This design comes from an exercise in tuning for small area on the open sky130 flow, not from production work. In this exercise RTL edits were held to simulation tests only and were not proved equivalent to the original. Power figures rest on the tool's default switching activity, not on a simulated workload.

## memory_writer
module memory_writer (
    input  logic                                CLK,
    input  logic                                RESET,
    input  mw_pkg::word_t                       s_tdata,
    input  logic                                s_tvalid,
    output logic                                s_tready,
    output mw_pkg::aw_beat_t                    aw,
    output logic                                awvalid,
    input  logic                                awready,
    output logic [2:0]                          awsize,
    output logic [1:0]                          awburst,
    output mw_pkg::w_beat_t                     w,
    output logic                                wvalid,
    input  logic                                wready,
    output logic [mw_pkg::BYTES_PER_WORD-1:0]   wstrb,
    input  logic                                bvalid,
    output logic                                bready,
    input  mw_pkg::mem_cfg_t                    cfg,
    input  logic                                run,
    input  logic                                stop,
    output logic                                status,
    output logic                                done,
    output mw_pkg::bytes_t                      transmitted_bytes,
    output mw_pkg::addr_t                       current_address
);
Settings: LEC_CHECK=0, CAP_MARGIN=5, CORE_MARGIN=2, CORE_UTILIZATION=65, SLEW_MARGIN=5, SYNTH_HIERARCHICAL=1, SYNTH_MINIMUM_KEEP_SIZE=0; clock period 6.0 ns.
run.sh (not shown) runs the stock make flow with config.mk's settings and CLKGATE_MAP_FILE= SYNTH_SCRIPT=/design/flow/synth_recipe.tcl, a recipe that flattens the netlist after the stock synthesis.
The baseline completed, yet does not pass: negative setup slack.
Change:
- CAP_MARGIN: 5 -> 20
- CORE_UTILIZATION: 65 -> 40
- SLEW_MARGIN: 5 -> 20
The new run finished but fails on negative setup slack.
Non-clock buffer count grows by 2.
Sequential power hardly moves.
First-iteration DRC count shrinks by 14%.

========
The RTL this note starts from:
==> flow/design.v <==
package mw_pkg;
    typedef logic [32-1:0] addr_t;
    typedef logic [32-1:0] word_t;
    typedef logic [31:0]               bytes_t;
    typedef logic [31:0]               words_t;
    typedef logic [8:0]                beats_t;    
    typedef logic [7:0]                axlen_t;
    localparam int BYTES_PER_WORD = 32 / 8;
    localparam logic [2:0] AXI_AWSIZE = 3'($clog2(BYTES_PER_WORD));
    localparam logic [1:0] AXI_AWBURST_INCR = 2'b01;
    localparam logic [BYTES_PER_WORD-1:0] AXI_WSTRB_ALL = '1;
    typedef struct packed {
        addr_t  base_addr;
        addr_t  high_addr;     
        bytes_t portion_size;
    } mem_cfg_t;
    typedef struct packed {
        addr_t  awaddr;
        axlen_t awlen;
    } aw_beat_t;
    typedef struct packed {
        word_t wdata;
        logic  wlast;
    } w_beat_t;
    typedef struct packed {
        words_t fifo_words;
        words_t remain_words;
        addr_t  cur_addr;
    } plan_in_t;
    typedef enum logic [2:0] {
        IDLE,
        WAIT_DATA,
        PLAN,
        WRITE,
        WAIT_B
    } engine_state_e;
endpackage
`timescale 1ns/10ps
module mw_aoi222 (
    input  logic [2:0] s,
    input  logic [2:0] d,
    output logic       y
);
    assign y = ~|(s & d);
endmodule
`timescale 1ns/10ps
module memory_writer (
    input  logic                                CLK,
    input  logic                                RESET,
    input  mw_pkg::word_t                       s_tdata,
    input  logic                                s_tvalid,
    output logic                                s_tready,
    output mw_pkg::aw_beat_t                    aw,
    output logic                                awvalid,
    input  logic                                awready,
    output logic [2:0]                          awsize,
    output logic [1:0]                          awburst,
    output mw_pkg::w_beat_t                     w,
    output logic                                wvalid,
    input  logic                                wready,
    output logic [mw_pkg::BYTES_PER_WORD-1:0]   wstrb,
    input  logic                                bvalid,
    output logic                                bready,
    input  mw_pkg::mem_cfg_t                    cfg,
    input  logic                                run,
    input  logic                                stop,
    output logic                                status,
    output logic                                done,
    output mw_pkg::bytes_t                      transmitted_bytes,
    output mw_pkg::addr_t                       current_address
);
    logic [31:0][31:0] q;
    logic [5:0]        cm1;
    logic              push;
    logic              pop;
    logic              flush;
    logic              full;
    logic [31:0]       sel;
    logic [10:0]       nterm [0:31];
    mw_pkg::word_t     rd_word;
    for (genvar b = 0; b < 32; b++) begin : g_bit
        for (genvar g = 0; g < 10; g++) begin : g_grp
            mw_aoi222 aoi_i (
                .s ({sel[3*g+2], sel[3*g+1], sel[3*g]}),
                .d ({q[3*g+2][b], q[3*g+1][b], q[3*g][b]}),
                .y (nterm[b][g])
            );
        end
        assign nterm[b][10] = ~((sel[31] & q[31][b]) | (sel[30] & q[30][b]));
    end
    always_comb begin
        full     = (cm1 == 6'd31);
        s_tready = status && !full;
        push     = s_tvalid && s_tready;
        for (int i = 0; i < 32; i++) begin
            sel[i] = (cm1[4:0] == 5'(i));
        end
        for (int b = 0; b < 32; b++) begin
            rd_word[b] = ~&nterm[b];
        end
    end
    always_ff @(posedge CLK) begin
        if (push) begin
            q <= {q[30:0], s_tdata};
        end
    end
    always_ff @(posedge CLK) begin
        if (RESET || flush) begin
            cm1 <= 6'h3F;
        end else if (push && !pop) begin
            cm1 <= cm1 + 1'b1;
        end else if (pop && !push) begin
            cm1 <= cm1 - 1'b1;
        end
    end
    localparam logic [2:0] S_IDLE  = 3'd0;
    localparam logic [2:0] S_WAIT  = 3'd1;
    localparam logic [2:0] S_P1    = 3'd2;
    localparam logic [2:0] S_P2    = 3'd3;
    localparam logic [2:0] S_P3    = 3'd4;
    localparam logic [2:0] S_WRITE = 3'd5;
    localparam logic [2:0] S_WAITB = 3'd6;
    logic [2:0]  state;
    logic [29:0] next_w;       
    logic [29:0] awaddr_w;     
    logic [29:0] tx_w;         
    logic [29:0] cur_w;        
    logic [3:0]  len_m1;       
    logic [3:0]  fill_m1;      
    logic [3:0]  beat_cnt;
    logic [6:0]  accum_timer;
    logic        stop_seen;
    logic        accum_done;
    logic        burst_due;
    logic        w_hs;
    logic        b_hs;
    logic        wlast;
    logic [4:0]  rem_lo;       
    logic        rem_small;    
    logic [4:0]  high_lo;      
    logic        high_small;   
    logic [3:0]  r_m1;
    logic [3:0]  p_m1;
    logic [3:0]  h_m1;
    logic [3:0]  min_a;
    logic [3:0]  min_b;
    logic [3:0]  plan_m1;
    logic        in_ring;
    logic [29:0] run_w;
    logic        last_burst;
    logic        wraps;
    logic [29:0] tx_sum;
    logic [29:0] next_sum;
    function automatic logic sum_hi_zero(input logic [29:0] a, input logic [29:0] b,
                                         input logic c4);
        logic z;
        z = ((a[4] ^ b[4]) == c4);
        for (int i = 5; i < 30; i++) begin
            z = z & ((a[i] ^ b[i]) == (a[i-1] | b[i-1]));
        end
        sum_hi_zero = z;
    endfunction
    function automatic logic [29:0] bump30(input logic [29:0] a, input logic [3:0] n);
        logic [4:0] lo;
        logic       c;
        logic       cb;
        lo = {1'b0, a[3:0]} + {1'b0, n} + 5'd1;
        bump30[3:0] = lo[3:0];
        cb = lo[4];
        for (int k = 4; k < 30; k += 4) begin
            c = cb;
            for (int i = k; i < k + 4 && i < 30; i++) begin
                bump30[i] = a[i] ^ c;
                c         = c & a[i];
            end
            cb = cb & ((k + 4 <= 30) ? &a[k +: 4] : &a[29:28]);
        end
    endfunction
    function automatic logic ge30(input logic [29:0] a, input logic [29:0] b);
        logic c;
        c = 1'b1;
        for (int i = 0; i < 30; i++) begin
            c = (a[i] & ~b[i]) | (c & (a[i] | ~b[i]));
        end
        ge30 = c;
    endfunction
    always_comb begin
        status     = (state != S_IDLE);
        wvalid     = (state == S_WRITE);
        bready     = (state == S_WAITB);
        w_hs       = wvalid && wready;
        b_hs       = bvalid && bready;
        pop        = w_hs;
        flush      = run && (state == S_IDLE);
        wlast      = (beat_cnt == len_m1);
        accum_done = accum_timer[6];
        burst_due  = !cm1[5] && (cm1[4] || accum_done);
        rem_lo     = {1'b0, cfg.portion_size[5:2]} + {1'b0, ~tx_w[3:0]}
                   + 5'(|cfg.portion_size[1:0]);
        rem_small  = sum_hi_zero(cfg.portion_size[31:2], ~tx_w, rem_lo[4]);
        r_m1       = rem_small ? rem_lo[3:0] : 4'hF;
        high_lo    = {1'b0, cfg.high_addr[5:2]} + {1'b0, ~next_w[3:0]};
        high_small = sum_hi_zero(cfg.high_addr[31:2], ~next_w, high_lo[4]);
        h_m1       = high_small ? high_lo[3:0] : 4'hF;
        p_m1       = (next_w[9:4] == 6'h3F) ? ~next_w[3:0] : 4'hF;
        min_a      = (fill_m1 < r_m1) ? fill_m1 : r_m1;
        min_b      = (p_m1 < h_m1) ? p_m1 : h_m1;
        plan_m1    = (min_a < min_b) ? min_a : min_b;
        in_ring    = ge30(next_w, cfg.base_addr[31:2]) && !ge30(next_w, cfg.high_addr[31:2]);
        run_w      = in_ring ? next_w : cfg.base_addr[31:2];
        last_burst = rem_small && (rem_lo[3:0] == len_m1);
        wraps      = high_small && (high_lo[3:0] == len_m1);
        tx_sum     = bump30(tx_w, len_m1);
        next_sum   = bump30(next_w, len_m1);
    end
    assign awsize            = mw_pkg::AXI_AWSIZE;
    assign awburst           = mw_pkg::AXI_AWBURST_INCR;
    assign wstrb             = mw_pkg::AXI_WSTRB_ALL;     
    assign aw                = {awaddr_w, 2'b00, 4'h0, len_m1};
    assign w                 = {rd_word, wlast};
    assign transmitted_bytes = {tx_w, 2'b00};
    assign current_address   = {cur_w, 2'b00};
    always_ff @(posedge CLK) begin
        if (RESET || push || state != S_WAIT || cm1[5]) begin
            accum_timer <= '0;
        end else if (!accum_done) begin
            accum_timer <= accum_timer + 1'b1;
        end
    end
    always_ff @(posedge CLK) begin
        if (state == S_WAIT) begin
            fill_m1 <= cm1[4] ? 4'hF : cm1[3:0];
        end
        if (state == S_P3) begin
            len_m1   <= plan_m1;
            awaddr_w <= next_w;
        end
    end
    always_ff @(posedge CLK) begin
        if (RESET) begin
            state     <= S_IDLE;
            done      <= 1'b0;
            awvalid   <= 1'b0;
            stop_seen <= 1'b0;
            beat_cnt  <= '0;
            next_w    <= '0;
            tx_w      <= '0;
            cur_w     <= '0;
        end else begin
            done <= 1'b0;
            if (awvalid && awready) begin
                awvalid <= 1'b0;
            end
            if (stop && state != S_IDLE) begin
                stop_seen <= 1'b1;     
            end
            case (state)
                S_IDLE: begin
                    if (run) begin
                        state     <= S_WAIT;
                        stop_seen <= 1'b0;
                        next_w    <= run_w;
                        cur_w     <= run_w;
                        tx_w      <= '0;
                    end
                end
                S_WAIT: begin
                    if (stop || stop_seen) begin
                        state <= S_IDLE;     
                    end else if (burst_due) begin
                        state <= S_P1;
                    end
                end
                S_P1: state <= S_P2;
                S_P2: state <= S_P3;
                S_P3: begin
                    awvalid  <= 1'b1;
                    beat_cnt <= '0;
                    state    <= S_WRITE;
                end
                S_WRITE: begin
                    if (w_hs) begin
                        beat_cnt <= beat_cnt + 1'b1;
                        if (wlast) begin
                            state <= S_WAITB;
                        end
                    end
                end
                S_WAITB: begin
                    if (b_hs) begin
                        tx_w   <= tx_sum[29:0];
                        next_w <= wraps ? cfg.base_addr[31:2] : next_sum[29:0];
                        if (last_burst) begin
                            state <= S_IDLE;
                            done  <= 1'b1;
                        end else if (stop_seen || stop) begin
                            state <= S_IDLE;
                        end else begin
                            state <= S_WAIT;
                        end
                    end
                end
                default: state <= S_IDLE;
            endcase
        end
    end
endmodule
export LEC_CHECK = 0
export CAP_MARGIN = 20
export CORE_MARGIN = 2
export CORE_UTILIZATION = 40
export CTS_BUF_LIST = sky130_fd_sc_hd__clkbuf_4
export SLEW_MARGIN = 20
export SYNTH_HIERARCHICAL = 1
export SYNTH_MINIMUM_KEEP_SIZE = 0
create_clock -name core_clock -period 6.0 [get_ports {CLK}]
The starting point finished with timing, DRC and antenna clean.
Change:
==> flow/flow/run.sh (new file) <==
#!/bin/bash
# The standard layout (standard.sh) with two changes:
#  - port buffers use the smallest buffer cell instead of clkdlybuf4s50_1;
#  - clock tree synthesis inserts no dummy loads.
set -euo pipefail
cd "$(dirname "$0")/.."
export BUFFER_PORTS_ARGS="-buffer_cell sky130_fd_sc_hd__buf_1"
export CTS_ARGS="-sink_clustering_enable -repair_clock_nets -dont_use_dummy_load -sink_clustering_size 30 -sink_clustering_max_diameter 100"
bash standard.sh > standard.log 2>&1
==> flow/standard.sh (new file) <==
#!/bin/bash
# synth_recipe.tcl (not shown) runs the flow's synth.tcl, then flattens the netlist and writes it again
# the make line also repeats each setting of config.mk as NAME=value (left out here)
make -C /OpenROAD-flow-scripts/flow DESIGN_CONFIG=/design/flow/config.mk WORK_HOME=/design/flow/orfs CLKGATE_MAP_FILE= SYNTH_SCRIPT=/design/flow/synth_recipe.tcl "${@:-finish}"
--- a/flow/config.mk
+++ b/flow/config.mk
@@ -9,5 +9,6 @@
 export CORE_MARGIN = 2
 export CORE_UTILIZATION = 40
-export CTS_BUF_LIST = sky130_fd_sc_hd__clkbuf_4
+export CTS_CLUSTER_DIAMETER = 100
+export CTS_CLUSTER_SIZE = 30
 export SLEW_MARGIN = 20
 export SYNTH_HIERARCHICAL = 1
removed: flow/run.sh
After rerunning: The new run produced a clean layout. Non-clock buffer count goes down by 7. Final area decreases by 8.1%. Via count went down by 7.3%. Worst setup slack is better by 0.50 ns.
Change:
==> flow/run.sh (new file) <==
#!/bin/bash
# synth_recipe.tcl (not shown) runs the flow's synth.tcl, then flattens the netlist and writes it again
# the make line also repeats each setting of config.mk as NAME=value (left out here)
make -C /OpenROAD-flow-scripts/flow DESIGN_CONFIG=/design/flow/config.mk WORK_HOME=/design/flow/orfs CLKGATE_MAP_FILE= SYNTH_SCRIPT=/design/flow/synth_recipe.tcl finish
--- a/flow/config.mk
+++ b/flow/config.mk
@@ -9,6 +9,4 @@
 export CORE_MARGIN = 2
 export CORE_UTILIZATION = 40
-export CTS_CLUSTER_DIAMETER = 100
-export CTS_CLUSTER_SIZE = 30
 export SLEW_MARGIN = 20
 export SYNTH_HIERARCHICAL = 1
removed: flow/flow/run.sh
removed: flow/standard.sh
Outcome: Setup slack got worse by 0.42 ns; routed wire length came out higher by 3.3%; synthesized area does not change; core utilization came out higher by 3.7 points.
Change:
--- a/flow/config.mk
+++ b/flow/config.mk
@@ -9,4 +9,6 @@
 export CORE_MARGIN = 2
 export CORE_UTILIZATION = 40
+export CTS_CLUSTER_DIAMETER = 100
+export CTS_CLUSTER_SIZE = 30
 export SLEW_MARGIN = 20
 export SYNTH_HIERARCHICAL = 1
- routed wire length decreases by 2.1%
- setup slack gains 0.067 ns
- via count drops by 2.0%
- cell count goes down by 3.1%

========
== rev 12 ==
RTL: the design.v shown in full above, as it stands there.
==> flow/config.mk <==
export PLATFORM = sky130hd
export DESIGN_NAME = memory_writer
export DESIGN_NICKNAME = memory_writer
export VERILOG_FILES = /design/flow/design.v
export SDC_FILE = /design/flow/constraint.sdc
export NUM_CORES = 4
export LEC_CHECK = 0
export CAP_MARGIN = 20
export CORE_MARGIN = 2
export CORE_UTILIZATION = 55
export CTS_CLUSTER_DIAMETER = 100
export CTS_CLUSTER_SIZE = 30
export SLEW_MARGIN = 20
export SYNTH_HIERARCHICAL = 1
export SYNTH_MINIMUM_KEEP_SIZE = 0
==> flow/constraint.sdc <==
create_clock -name core_clock -period 6.0 [get_ports {CLK}]
set_input_delay 1.2000 -clock core_clock [delete_from_list [all_inputs] [get_ports {CLK}]]
set_output_delay 1.2000 -clock core_clock [all_outputs]
set_load 0.01 [all_outputs]
standard.sh (not shown) runs the stock make flow with config.mk's settings and CLKGATE_MAP_FILE= SYNTH_SCRIPT=/design/flow/synth_recipe.tcl, a recipe that flattens the netlist after the stock synthesis.
==> flow/flow/run.sh <==
#!/bin/bash
# The standard layout (standard.sh) with three changes:
#  - port buffers use the smallest buffer cell instead of clkdlybuf4s50_1;
#  - clock tree synthesis inserts no dummy loads;
#  - after global routing, gates with spare slack are downsized
#    (ORFS's power recovery step, RECOVER_POWER).
# Everything else, including synthesis, floorplan, power grid and tap
# cells, is the standard flow. make's full output goes to standard.log;
# ORFS keeps each step's log under orfs/logs/.
set -euo pipefail
cd "$(dirname "$0")/.."
export BUFFER_PORTS_ARGS="-buffer_cell sky130_fd_sc_hd__buf_1"
export CTS_ARGS="-sink_clustering_enable -repair_clock_nets -dont_use_dummy_load -sink_clustering_size 30 -sink_clustering_max_diameter 100"
export RECOVER_POWER=100
bash standard.sh > standard.log 2>&1
In rev 12 the implementation ran to completion but is not tape-out ready, as the final checks report capacitance limit, slew limit.
Input changes introduced in rev 13 (baseline for comparison: rev 12):
==> flow/flow/run.sh <==
#!/bin/bash
# The standard layout (standard.sh) with two changes:
#  - port buffers use the smallest buffer cell instead of clkdlybuf4s50_1;
#  - clock tree synthesis inserts no dummy loads;
# Everything else, including synthesis, floorplan, power grid and tap
# cells, is the standard flow. make's full output goes to standard.log;
# ORFS keeps each step's log under orfs/logs/.
set -euo pipefail
cd "$(dirname "$0")/.."
export BUFFER_PORTS_ARGS="-buffer_cell sky130_fd_sc_hd__buf_1"
export CTS_ARGS="-sink_clustering_enable -repair_clock_nets -dont_use_dummy_load -sink_clustering_size 30 -sink_clustering_max_diameter 100"
bash standard.sh > standard.log 2>&1
--- outcome ---
Via count essentially unchanged between rev 12 and rev 13.
From rev 12 to rev 13, area after synthesis did not move at all.
Rev 13 | status: complete | timing, DRC, antenna: pass
Compared with rev 12, rev 13 supports a higher clock frequency.
Comparing rev 12 against rev 13, there is no change at all in layout clock buffer count.
Design area delta (rev 12 -> rev 13): insignificant
Rev 13 -> rev 12: number of clock buffers inserted by TritonCTS delta 0, exact match
Final worst setup slack: lower on rev 12
Rev 13 — number of diodes 1 higher, rev 12 as reference

## port drivers added, routing unchanged
No port has a modelled driver above. Below, the same layouts with a new extraction and two added sets of constraints.
Step 1 (the two cells are an assumption about what drives the block):
set clk [get_ports {CLK}]
set_driving_cell -lib_cell sky130_fd_sc_hd__clkbuf_16 $clk
set_driving_cell -lib_cell sky130_fd_sc_hd__buf_2 [delete_from_list [all_inputs] $clk]
Step 2 also shifts input and output timing later by t, the mid clock arrival at the registers, as if the neighbouring blocks saw the same clock.
Three values: ideal ports, drivers, drivers and shift; two values: the first two.
run	t, ns	slack for setup (ns)	cell pins on the clock port's net
the first run of note 1	0.745	-0.312 / -0.312 / -0.312	1
the second run of note 1	0.770	-0.266 / -0.266 / -0.266	1
the first run of note 2	1.158	0.221 / 0.153 / 0.191	1
the second run of note 2	0.716	0.721 / 0.654 / 0.464	1
the third run of note 2	0.763	0.305 / 0.239 / 0.224	1
the fourth run of note 2	0.754	0.372 / 0.304 / 0.244	1
rev 12	0.682	0.453 / 0.389 / 0.064	1
rev 13	0.685	0.779 / 0.715 / 0.217	1
For rev 13, which loses most, drivers alone change the setup slack by -0.064 ns; drivers and shift together by -0.562 ns.
